Source: an optimization exercise on an open RTL-to-GDS flow (aim: small area). Production flows keep margins and buffers that such runs may drop.
The RTL was checked by simulation tests, not by an equivalence proof against the original design.
No activity file was given, so power comes from the tool's default toggle rates.

==> 05-18: inputs <==
==> flow/design.v <==
package phy_mgmt_pkg;
	localparam int MDIO_PREAMBLE_BITS = 32;	 
	localparam int MDIO_FRAME_BITS    = 64;	 
	localparam logic [1:0] MDIO_OP_WRITE = 2'b01;
	localparam logic [1:0] MDIO_OP_READ  = 2'b10;
	localparam int DEF_NUM_PHYS     = 4;	 
	localparam int DEF_RESET_CYCLES = 65535;	 
	localparam int DEF_MDC_HALF     = 25;	 
	localparam int DEF_ACT_STRETCH  = 16777215;
endpackage
`timescale 1ns/10ps
module phy_reset_seq #(
	parameter int NUM_PHYS     = phy_mgmt_pkg::DEF_NUM_PHYS,
	parameter int RESET_CYCLES = phy_mgmt_pkg::DEF_RESET_CYCLES
) (
	input  logic                clk_125mhz,
	input  logic                arst_n,
	output logic [NUM_PHYS-1:0] phy_rst_n
);
	logic [15:0] lfsr_q;
	logic        low_nz;	 
	logic        fb;
	assign low_nz = |lfsr_q[14:0];
	assign fb     = (lfsr_q[15] & low_nz) ^ lfsr_q[14] ^ lfsr_q[12] ^ lfsr_q[3];
	always_ff @(posedge clk_125mhz or negedge arst_n) begin
		if (!arst_n)
			lfsr_q <= 16'h0001;
		else
			lfsr_q <= {lfsr_q[14:0], fb};
	end
	assign phy_rst_n = {NUM_PHYS{!(lfsr_q[15] | low_nz)}};
endmodule
`timescale 1ns/10ps
module mdio_master (
	input  logic        clk_125mhz,
	input  logic        arst_n,
	input  logic [4:0]  phy_addr,
	input  logic [4:0]  reg_addr,
	input  logic [15:0] wr_data,
	input  logic        wr,
	input  logic        rd,
	output logic [15:0] rd_data,
	output logic        busy,
	output logic        mdc,
	output logic        mdio_o,
	output logic        mdio_oe,
	input  logic        mdio_i
);
	logic        wr_q, rd_q;	 
	logic        busy_q;
	logic        op_rd_q;	 
	logic [4:0]  div_q;	 
	logic        mdc_q;	 
	logic [5:0]  bit_q;	 
	logic [6:0]  half_q;
	logic [25:0] sr_q;	 
	logic [15:0] rd_data_q;
	logic        start_wr, start;
	logic        half_end, frame_done, shift;
	logic [4:0]  k_lo;	 
	always_ff @(posedge clk_125mhz or negedge arst_n) begin
		if (!arst_n) begin
			wr_q <= 1'b0;
			rd_q <= 1'b0;
		end else begin
			wr_q <= wr;
			rd_q <= rd;
		end
	end
	assign start_wr = wr && !wr_q;
	assign start    = start_wr || (rd && !rd_q);
	assign half_end   = (div_q == 5'h14);	 
	assign frame_done = half_end && (half_q == 7'd127);
	always_ff @(posedge clk_125mhz or negedge arst_n) begin
		if (!arst_n)
			busy_q <= 1'b0;
		else if (busy_q)
			busy_q <= !frame_done;
		else
			busy_q <= start;
	end
	always_ff @(posedge clk_125mhz) begin
		if (!busy_q || half_end)
			div_q <= '0;
		else
			div_q <= {div_q[3:0], !(div_q[4] ^ div_q[2])};
	end
	always_ff @(posedge clk_125mhz or negedge arst_n) begin
		if (!arst_n)
			mdc_q <= 1'b0;
		else if (!busy_q)
			mdc_q <= 1'b0;
		else if (half_end)
			mdc_q <= !mdc_q;
	end
	always_ff @(posedge clk_125mhz) begin
		if (!busy_q)
			bit_q <= '0;
		else if (half_end && mdc_q)
			bit_q <= bit_q + 1'b1;
	end
	assign half_q = {bit_q, mdc_q};
	assign k_lo  = half_q[5:1];
	assign shift = half_end && half_q[6] && (
		(half_q[0] && k_lo >= 5'd4 && k_lo <= 5'd13) ||
		(half_q[0] != op_rd_q && k_lo >= 5'd16));
	always_ff @(posedge clk_125mhz) begin
		if (!busy_q) begin
			op_rd_q <= !start_wr;	 
			sr_q    <= {phy_addr, reg_addr, wr_data};
		end else if (shift) begin
			sr_q    <= {sr_q[24:0], mdio_i};
		end
	end
	always_ff @(posedge clk_125mhz or negedge arst_n) begin
		if (!arst_n)
			rd_data_q <= '0;
		else if (busy_q && frame_done && op_rd_q)
			rd_data_q <= sr_q[15:0];
	end
	always_comb begin
		mdio_o = 1'b1;
		if (busy_q && half_q[6]) begin
			if (k_lo == 5'd0 || k_lo == 5'd15)
				mdio_o = 1'b0;	 
			else if (k_lo == 5'd2)
				mdio_o = op_rd_q;
			else if (k_lo == 5'd3)
				mdio_o = !op_rd_q;
			else if (k_lo >= 5'd4 && k_lo <= 5'd13)
				mdio_o = sr_q[25];
			else if (k_lo >= 5'd16)
				mdio_o = op_rd_q || sr_q[25];
		end
	end
	assign mdio_oe = busy_q && !(op_rd_q && half_q >= 7'd94);
	assign mdc     = half_q[0];
	assign busy    = busy_q;
	assign rd_data = rd_data_q;
endmodule
`timescale 1ns/10ps
module port_led_driver #(
	parameter int NUM_PHYS    = phy_mgmt_pkg::DEF_NUM_PHYS,
	parameter int ACT_STRETCH = phy_mgmt_pkg::DEF_ACT_STRETCH
) (
	input  logic                clk_125mhz,
	input  logic                arst_n,
	input  logic [NUM_PHYS-1:0] link_up,
	input  logic [NUM_PHYS-1:0] rx_start,
	output logic [NUM_PHYS-1:0] link_led,
	output logic [NUM_PHYS-1:0] act_led
);
	always_ff @(posedge clk_125mhz or negedge arst_n) begin
		if (!arst_n)
			link_led <= '0;
		else
			link_led <= link_up;	 
	end
	for (genvar i = 0; i < NUM_PHYS; i++) begin : g_act
		logic [23:0] lfsr_q;	 
		logic        on_q;
		logic        last;
		assign last = (lfsr_q == 24'h7fffff);
		always_ff @(posedge clk_125mhz) begin
			if (rx_start[i])
				lfsr_q <= '1;
			else
				lfsr_q <= {lfsr_q[22:0], lfsr_q[23] ^ lfsr_q[22] ^ lfsr_q[21] ^ lfsr_q[16]};
		end
		always_ff @(posedge clk_125mhz or negedge arst_n) begin
			if (!arst_n)
				on_q <= 1'b0;
			else
				on_q <= rx_start[i] | (on_q & !last);
		end
		assign act_led[i] = on_q;
	end
endmodule
`timescale 1ns/10ps
module phy_mgmt_top #(
	parameter int NUM_PHYS     = phy_mgmt_pkg::DEF_NUM_PHYS,
	parameter int RESET_CYCLES = phy_mgmt_pkg::DEF_RESET_CYCLES,
	parameter int MDC_HALF     = phy_mgmt_pkg::DEF_MDC_HALF,
	parameter int ACT_STRETCH  = phy_mgmt_pkg::DEF_ACT_STRETCH
) (
	input  logic                     clk_125mhz,
	input  logic                     arst_n,
	input  logic [5*NUM_PHYS-1:0]    req_phy_addr,
	input  logic [5*NUM_PHYS-1:0]    req_reg_addr,
	input  logic [16*NUM_PHYS-1:0]   req_wr_data,
	input  logic [NUM_PHYS-1:0]      req_wr,	 
	input  logic [NUM_PHYS-1:0]      req_rd,	 
	output logic [16*NUM_PHYS-1:0]   rsp_rd_data,
	output logic [NUM_PHYS-1:0]      rsp_busy,
	output logic [NUM_PHYS-1:0]      mdc,
	output logic [NUM_PHYS-1:0]      mdio_o,
	output logic [NUM_PHYS-1:0]      mdio_oe,
	input  logic [NUM_PHYS-1:0]      mdio_i,
	input  logic [NUM_PHYS-1:0]      link_up,
	input  logic [NUM_PHYS-1:0]      rx_start,	 
	output logic [NUM_PHYS-1:0]      phy_rst_n,
	output logic [NUM_PHYS-1:0]      link_led,
	output logic [NUM_PHYS-1:0]      act_led
);
	phy_reset_seq #(
		.NUM_PHYS     (NUM_PHYS),
		.RESET_CYCLES (RESET_CYCLES)
	) i_phy_reset_seq (
		.clk_125mhz (clk_125mhz),
		.arst_n     (arst_n),
		.phy_rst_n  (phy_rst_n)
	);
	for (genvar i = 0; i < NUM_PHYS; i++) begin : g_mdio
		mdio_master i_mdio_master (
			.clk_125mhz (clk_125mhz),
			.arst_n     (arst_n),
			.phy_addr   (req_phy_addr[5*i +: 5]),
			.reg_addr   (req_reg_addr[5*i +: 5]),
			.wr_data    (req_wr_data[16*i +: 16]),
			.wr         (req_wr[i]),
			.rd         (req_rd[i]),
			.rd_data    (rsp_rd_data[16*i +: 16]),
			.busy       (rsp_busy[i]),
			.mdc        (mdc[i]),
			.mdio_o     (mdio_o[i]),
			.mdio_oe    (mdio_oe[i]),
			.mdio_i     (mdio_i[i])
		);
	end
	port_led_driver #(
		.NUM_PHYS    (NUM_PHYS),
		.ACT_STRETCH (ACT_STRETCH)
	) i_port_led_driver (
		.clk_125mhz (clk_125mhz),
		.arst_n     (arst_n),
		.link_up    (link_up),
		.rx_start   (rx_start),
		.link_led   (link_led),
		.act_led    (act_led)
	);
endmodule
==> flow/run.sh <==
#!/bin/bash
# synth_recipe.tcl (not shown) runs the flow's synth.tcl, then flattens the netlist and writes it again
# the make line also repeats each setting of config.mk as NAME=value (left out here)
make -C /OpenROAD-flow-scripts/flow DESIGN_CONFIG=/design/flow/config.mk WORK_HOME=/design/flow/orfs CLKGATE_MAP_FILE= SYNTH_SCRIPT=/design/flow/synth_recipe.tcl finish
==> flow/config.mk <==
export PLATFORM = sky130hd
export DESIGN_NAME = phy_mgmt_top
export DESIGN_NICKNAME = phy_mgmt_top
export VERILOG_FILES = /design/flow/design.v
export SDC_FILE = /design/flow/constraint.sdc
export NUM_CORES = 4
export LEC_CHECK = 0
export CAP_MARGIN = 20
export CORE_MARGIN = 2
export CORE_UTILIZATION = 40
export SLEW_MARGIN = 20
==> flow/constraint.sdc <==
create_clock -name core_clock -period 8.0 [get_ports {clk_125mhz}]
set_input_delay 1.6000 -clock core_clock [delete_from_list [all_inputs] [get_ports {clk_125mhz}]]
set_output_delay 1.6000 -clock core_clock [all_outputs]
set_load 0.01 [all_outputs]
==> 08-06 (differences from 05-18) <==
==> flow/design.v, changed modules only <==
module mdio_master (
	input  logic        clk_125mhz,
	input  logic        arst_n,
	input  logic [4:0]  phy_addr,
	input  logic [4:0]  reg_addr,
	input  logic [15:0] wr_data,
	input  logic        wr,
	input  logic        rd,
	output logic [15:0] rd_data,
	output logic        busy,
	output logic        mdc,
	output logic        mdio_o,
	output logic        mdio_oe,
	input  logic        mdio_i
);
	logic        wr_q, rd_q;	 
	logic        busy_q;
	logic        op_rd_q;	 
	logic [4:0]  div_q;	 
	logic        mdc_q;	 
	logic [5:0]  bit_q;	 
	logic [9:0]  addr_q;	 
	logic [15:0] sr_q;	 
	logic [15:0] rd_data_q;
	logic        start_wr, start;
	logic        half_end, frame_done, shift;
	logic [4:0]  j;	 
	always_ff @(posedge clk_125mhz or negedge arst_n) begin
		if (!arst_n) begin
			wr_q <= 1'b0;
			rd_q <= 1'b0;
		end else begin
			wr_q <= wr;
			rd_q <= rd;
		end
	end
	assign start_wr = wr && !wr_q;
	assign start    = start_wr || (rd && !rd_q);
	assign half_end   = (div_q == 5'h14);	 
	assign frame_done = half_end && mdc_q && (bit_q == 6'd63);
	always_ff @(posedge clk_125mhz or negedge arst_n) begin
		if (!arst_n)
			busy_q <= 1'b0;
		else if (busy_q)
			busy_q <= !frame_done;
		else
			busy_q <= start;
	end
	always_ff @(posedge clk_125mhz) begin
		if (!busy_q || half_end)
			div_q <= '0;
		else
			div_q <= {div_q[3:0], !(div_q[4] ^ div_q[2])};
	end
	always_ff @(posedge clk_125mhz or negedge arst_n) begin
		if (!arst_n)
			mdc_q <= 1'b0;
		else if (!busy_q)
			mdc_q <= 1'b0;
		else if (half_end)
			mdc_q <= !mdc_q;
	end
	always_ff @(posedge clk_125mhz) begin
		if (!busy_q)
			bit_q <= '0;
		else if (half_end && mdc_q)
			bit_q <= bit_q + 1'b1;
	end
	assign j = bit_q[4:0];
	assign shift = half_end && bit_q[5] && j[4] && (mdc_q != op_rd_q);
	always_ff @(posedge clk_125mhz) begin
		if (!busy_q) begin
			op_rd_q <= !start_wr;	 
			addr_q  <= {phy_addr, reg_addr};
		end
	end
	always_ff @(posedge clk_125mhz) begin
		if (!busy_q)
			sr_q <= wr_data;
		else if (shift)
			sr_q <= {sr_q[14:0], mdio_i};
	end
	always_ff @(posedge clk_125mhz or negedge arst_n) begin
		if (!arst_n)
			rd_data_q <= '0;
		else if (busy_q && frame_done && op_rd_q)
			rd_data_q <= sr_q;
	end
	always_comb begin
		mdio_o = 1'b1;
		if (busy_q && bit_q[5]) begin
			if (j == 5'd0 || j == 5'd15)
				mdio_o = 1'b0;
			else if (j == 5'd2)
				mdio_o = op_rd_q;
			else if (j == 5'd3)
				mdio_o = !op_rd_q;
			else if (j >= 5'd4 && j <= 5'd13)
				mdio_o = addr_q[5'd13 - j];
			else if (j >= 5'd16)
				mdio_o = op_rd_q || sr_q[15];
		end
	end
	assign mdio_oe = busy_q && !(op_rd_q && bit_q >= 6'd47);
	assign mdc     = mdc_q;
	assign busy    = busy_q;
	assign rd_data = rd_data_q;
endmodule
module port_led_driver #(
	parameter int NUM_PHYS    = phy_mgmt_pkg::DEF_NUM_PHYS,
	parameter int ACT_STRETCH = phy_mgmt_pkg::DEF_ACT_STRETCH
) (
	input  logic                clk_125mhz,
	input  logic                arst_n,
	input  logic [NUM_PHYS-1:0] link_up,
	input  logic [NUM_PHYS-1:0] rx_start,
	output logic [NUM_PHYS-1:0] link_led,
	output logic [NUM_PHYS-1:0] act_led
);
	always_ff @(posedge clk_125mhz or negedge arst_n) begin
		if (!arst_n)
			link_led <= '0;
		else
			link_led <= link_up;	 
	end
	for (genvar i = 0; i < NUM_PHYS; i++) begin : g_act
		logic [23:0] q;	 
		logic        on_q;
		logic        last;
		assign last = &q;
		always_ff @(posedge clk_125mhz) begin
			for (int b = 1; b < 24; b++)
				q[b] <= !(rx_start[i] | q[b-1]);
			q[0] <= !rx_start[i] & (q[23] ^ q[22] ^ q[21] ^ q[16]);
		end
		always_ff @(posedge clk_125mhz or negedge arst_n) begin
			if (!arst_n)
				on_q <= 1'b0;
			else
				on_q <= rx_start[i] | (on_q & !last);
		end
		assign act_led[i] = on_q;
	end
endmodule
==> flow/flow/run.sh (new file) <==
#!/bin/bash
set -euo pipefail
bash standard.sh \
	"BUFFER_PORTS_ARGS=-buffer_cell sky130_fd_sc_hd__buf_1" \
	"CTS_ARGS=-sink_clustering_enable -repair_clock_nets -dont_use_dummy_load -sink_clustering_size 20 -sink_clustering_max_diameter 40 -buf_list sky130_fd_sc_hd__clkbuf_8" \
	"RECOVER_POWER=100" \
	"MATCH_CELL_FOOTPRINT=0" \
	finish > flow_make.log 2>&1
==> flow/standard.sh (new file) <==
#!/bin/bash
# synth_recipe.tcl (not shown) runs the flow's synth.tcl, then flattens the netlist and writes it again
# the make line also repeats each setting of config.mk as NAME=value (left out here)
make -C /OpenROAD-flow-scripts/flow DESIGN_CONFIG=/design/flow/config.mk WORK_HOME=/design/flow/orfs CLKGATE_MAP_FILE= SYNTH_SCRIPT=/design/flow/synth_recipe.tcl "${@:-finish}"
- CORE_UTILIZATION: 40 -> 70
removed: flow/run.sh
==> report_table.html <==
<table>
<tr><th>Metric</th><th>Value</th></tr>
<tr><th colspan="2">Worst hold path</th></tr>
<tr><td>Hold Path End</td><td>i_phy_reset_seq.lfsr_q[3]</td></tr>
<tr><th colspan="2">Detailed routing</th></tr>
<tr><td>Avg WL per Cell</td><td>16.6 um</td></tr>
<tr><th colspan="2">Run</th></tr>
<tr><td>Number of max-cap violations</td><td>2</td></tr>
<tr><th colspan="2">Synth</th></tr>
<tr><td>Cell types with the highest counts after synthesis</td><td>143 x nor2_1, 140 x dfxtp_1, 109 x mux2_2</td></tr>
<tr><th colspan="2">Timing</th></tr>
<tr><td>Max Fclk</td><td>0.233 GHz</td></tr>
<tr><td>Final setup margin</td><td>3710 ps</td></tr>
<tr><td>Number of max-slew violations in the final report</td><td>61</td></tr>
<tr><th colspan="2">Run status</th></tr>
<tr><td>Failed layout checks</td><td>max-capacitance violations, max-slew violations</td></tr>
<tr><td>Result of the run</td><td>failed layout checks</td></tr>
<tr><th colspan="2">Final layout</th></tr>
<tr><td>Proportion of cell area occupied by registers</td><td>0.589</td></tr>
<tr><td>Commonest non-fill, non-tap cells in the layout</td><td>212 x buf_1, 143 x nor2_1, 140 x dfxtp_1, 108 x edfxtp_1</td></tr>
<tr><th colspan="2">Global routing</th></tr>
<tr><td>Largest net degree at the start of global routing</td><td>55</td></tr>
<tr><th colspan="2">Die</th></tr>
<tr><td>Number of well taps</td><td>260</td></tr>
</table>
Source of the figures above: 08-06

==> report_table.html <==
<table>
<tr><th>Metric</th><th>Value</th></tr>
<tr><th colspan="2">Die</th></tr>
<tr><td>Number of well taps</td><td>448</td></tr>
<tr><th colspan="2">Timing</th></tr>
<tr><td>Number of max-slew violations in the final report</td><td>0</td></tr>
<tr><td>Final setup margin</td><td>3690 ps</td></tr>
<tr><th colspan="2">Critical path</th></tr>
<tr><td>Critical path startpoint category</td><td>flop</td></tr>
<tr><th colspan="2">Run status</th></tr>
<tr><td>Result of the run</td><td>complete, no violations</td></tr>
<tr><th colspan="2">Final layout</th></tr>
<tr><td>Proportion of cell area occupied by registers</td><td>0.498</td></tr>
<tr><td>Layout Cell Area excl Fill</td><td>17400 um2</td></tr>
<tr><td>Commonest non-fill, non-tap cells in the layout</td><td>216 x clkdlybuf4s50_1, 162 x mux2_2, 140 x dfxtp_1, 108 x edfxtp_1, 103 x dfrtp_1</td></tr>
<tr><td>Count of flip-flops and latches</td><td>352</td></tr>
<tr><td>Final Core Density</td><td>0.516</td></tr>
<tr><th colspan="2">Power</th></tr>
<tr><td>Clk network pwr share</td><td>0.469</td></tr>
<tr><td>Comb pwr share</td><td>0.025</td></tr>
<tr><th colspan="2">Run</th></tr>
<tr><td>Number of max-cap violations</td><td>0</td></tr>
<tr><th colspan="2">Synth</th></tr>
<tr><td>Cell types with the highest counts after synthesis</td><td>162 x mux2_2, 140 x dfxtp_1, 108 x edfxtp_1</td></tr>
<tr><td>Most frequent cell after synthesis</td><td>mux2_2</td></tr>
<tr><th colspan="2">CTS</th></tr>
<tr><td>Post-CTS Hold Buffers</td><td>0</td></tr>
<tr><th colspan="2">Worst hold path</th></tr>
<tr><td>Hold Path End</td><td>i_phy_reset_seq.lfsr_q[10]</td></tr>
</table>
Source of the figures above: 05-18

port drivers added, routing unchanged:
In the flow no input, the clock included, has a driving cell. The finished layouts below were timed again as built, in two steps.
Step 1 (the two cells are an assumption about what drives the block):
set clk [get_ports {clk_125mhz}]
set_driving_cell -lib_cell sky130_fd_sc_hd__clkbuf_16 $clk
set_driving_cell -lib_cell sky130_fd_sc_hd__buf_2 [delete_from_list [all_inputs] $clk]
Step 2 moves the port delays by t, midway between the first and last clock arrival at a register: inputs arrive t later, outputs are due t later. That takes back most of the time a late clock gives input paths.
Slacks: ideal / step 1 / step 2; pairs: ideal / step 1.
| run | t (ns) | setup slack, ns | worst hold slack (ns) | worst setup path after step 2 |
|---|---|---|---|---|
| 05-18 | 0.560 | 3.691 / 3.641 / 4.201 | 0.373 / 0.373 / 0.373 | register to output |
| 08-06 | 0.546 | 3.708 / 3.670 / 3.425 | 0.365 / 0.365 / 0.365 | input, reset recovery |
The setup slack of 08-06, which loses most, moves by -0.038 ns with the drivers and by -0.283 ns with both steps. The worst setup slack also covers recovery checks on asynchronous resets.
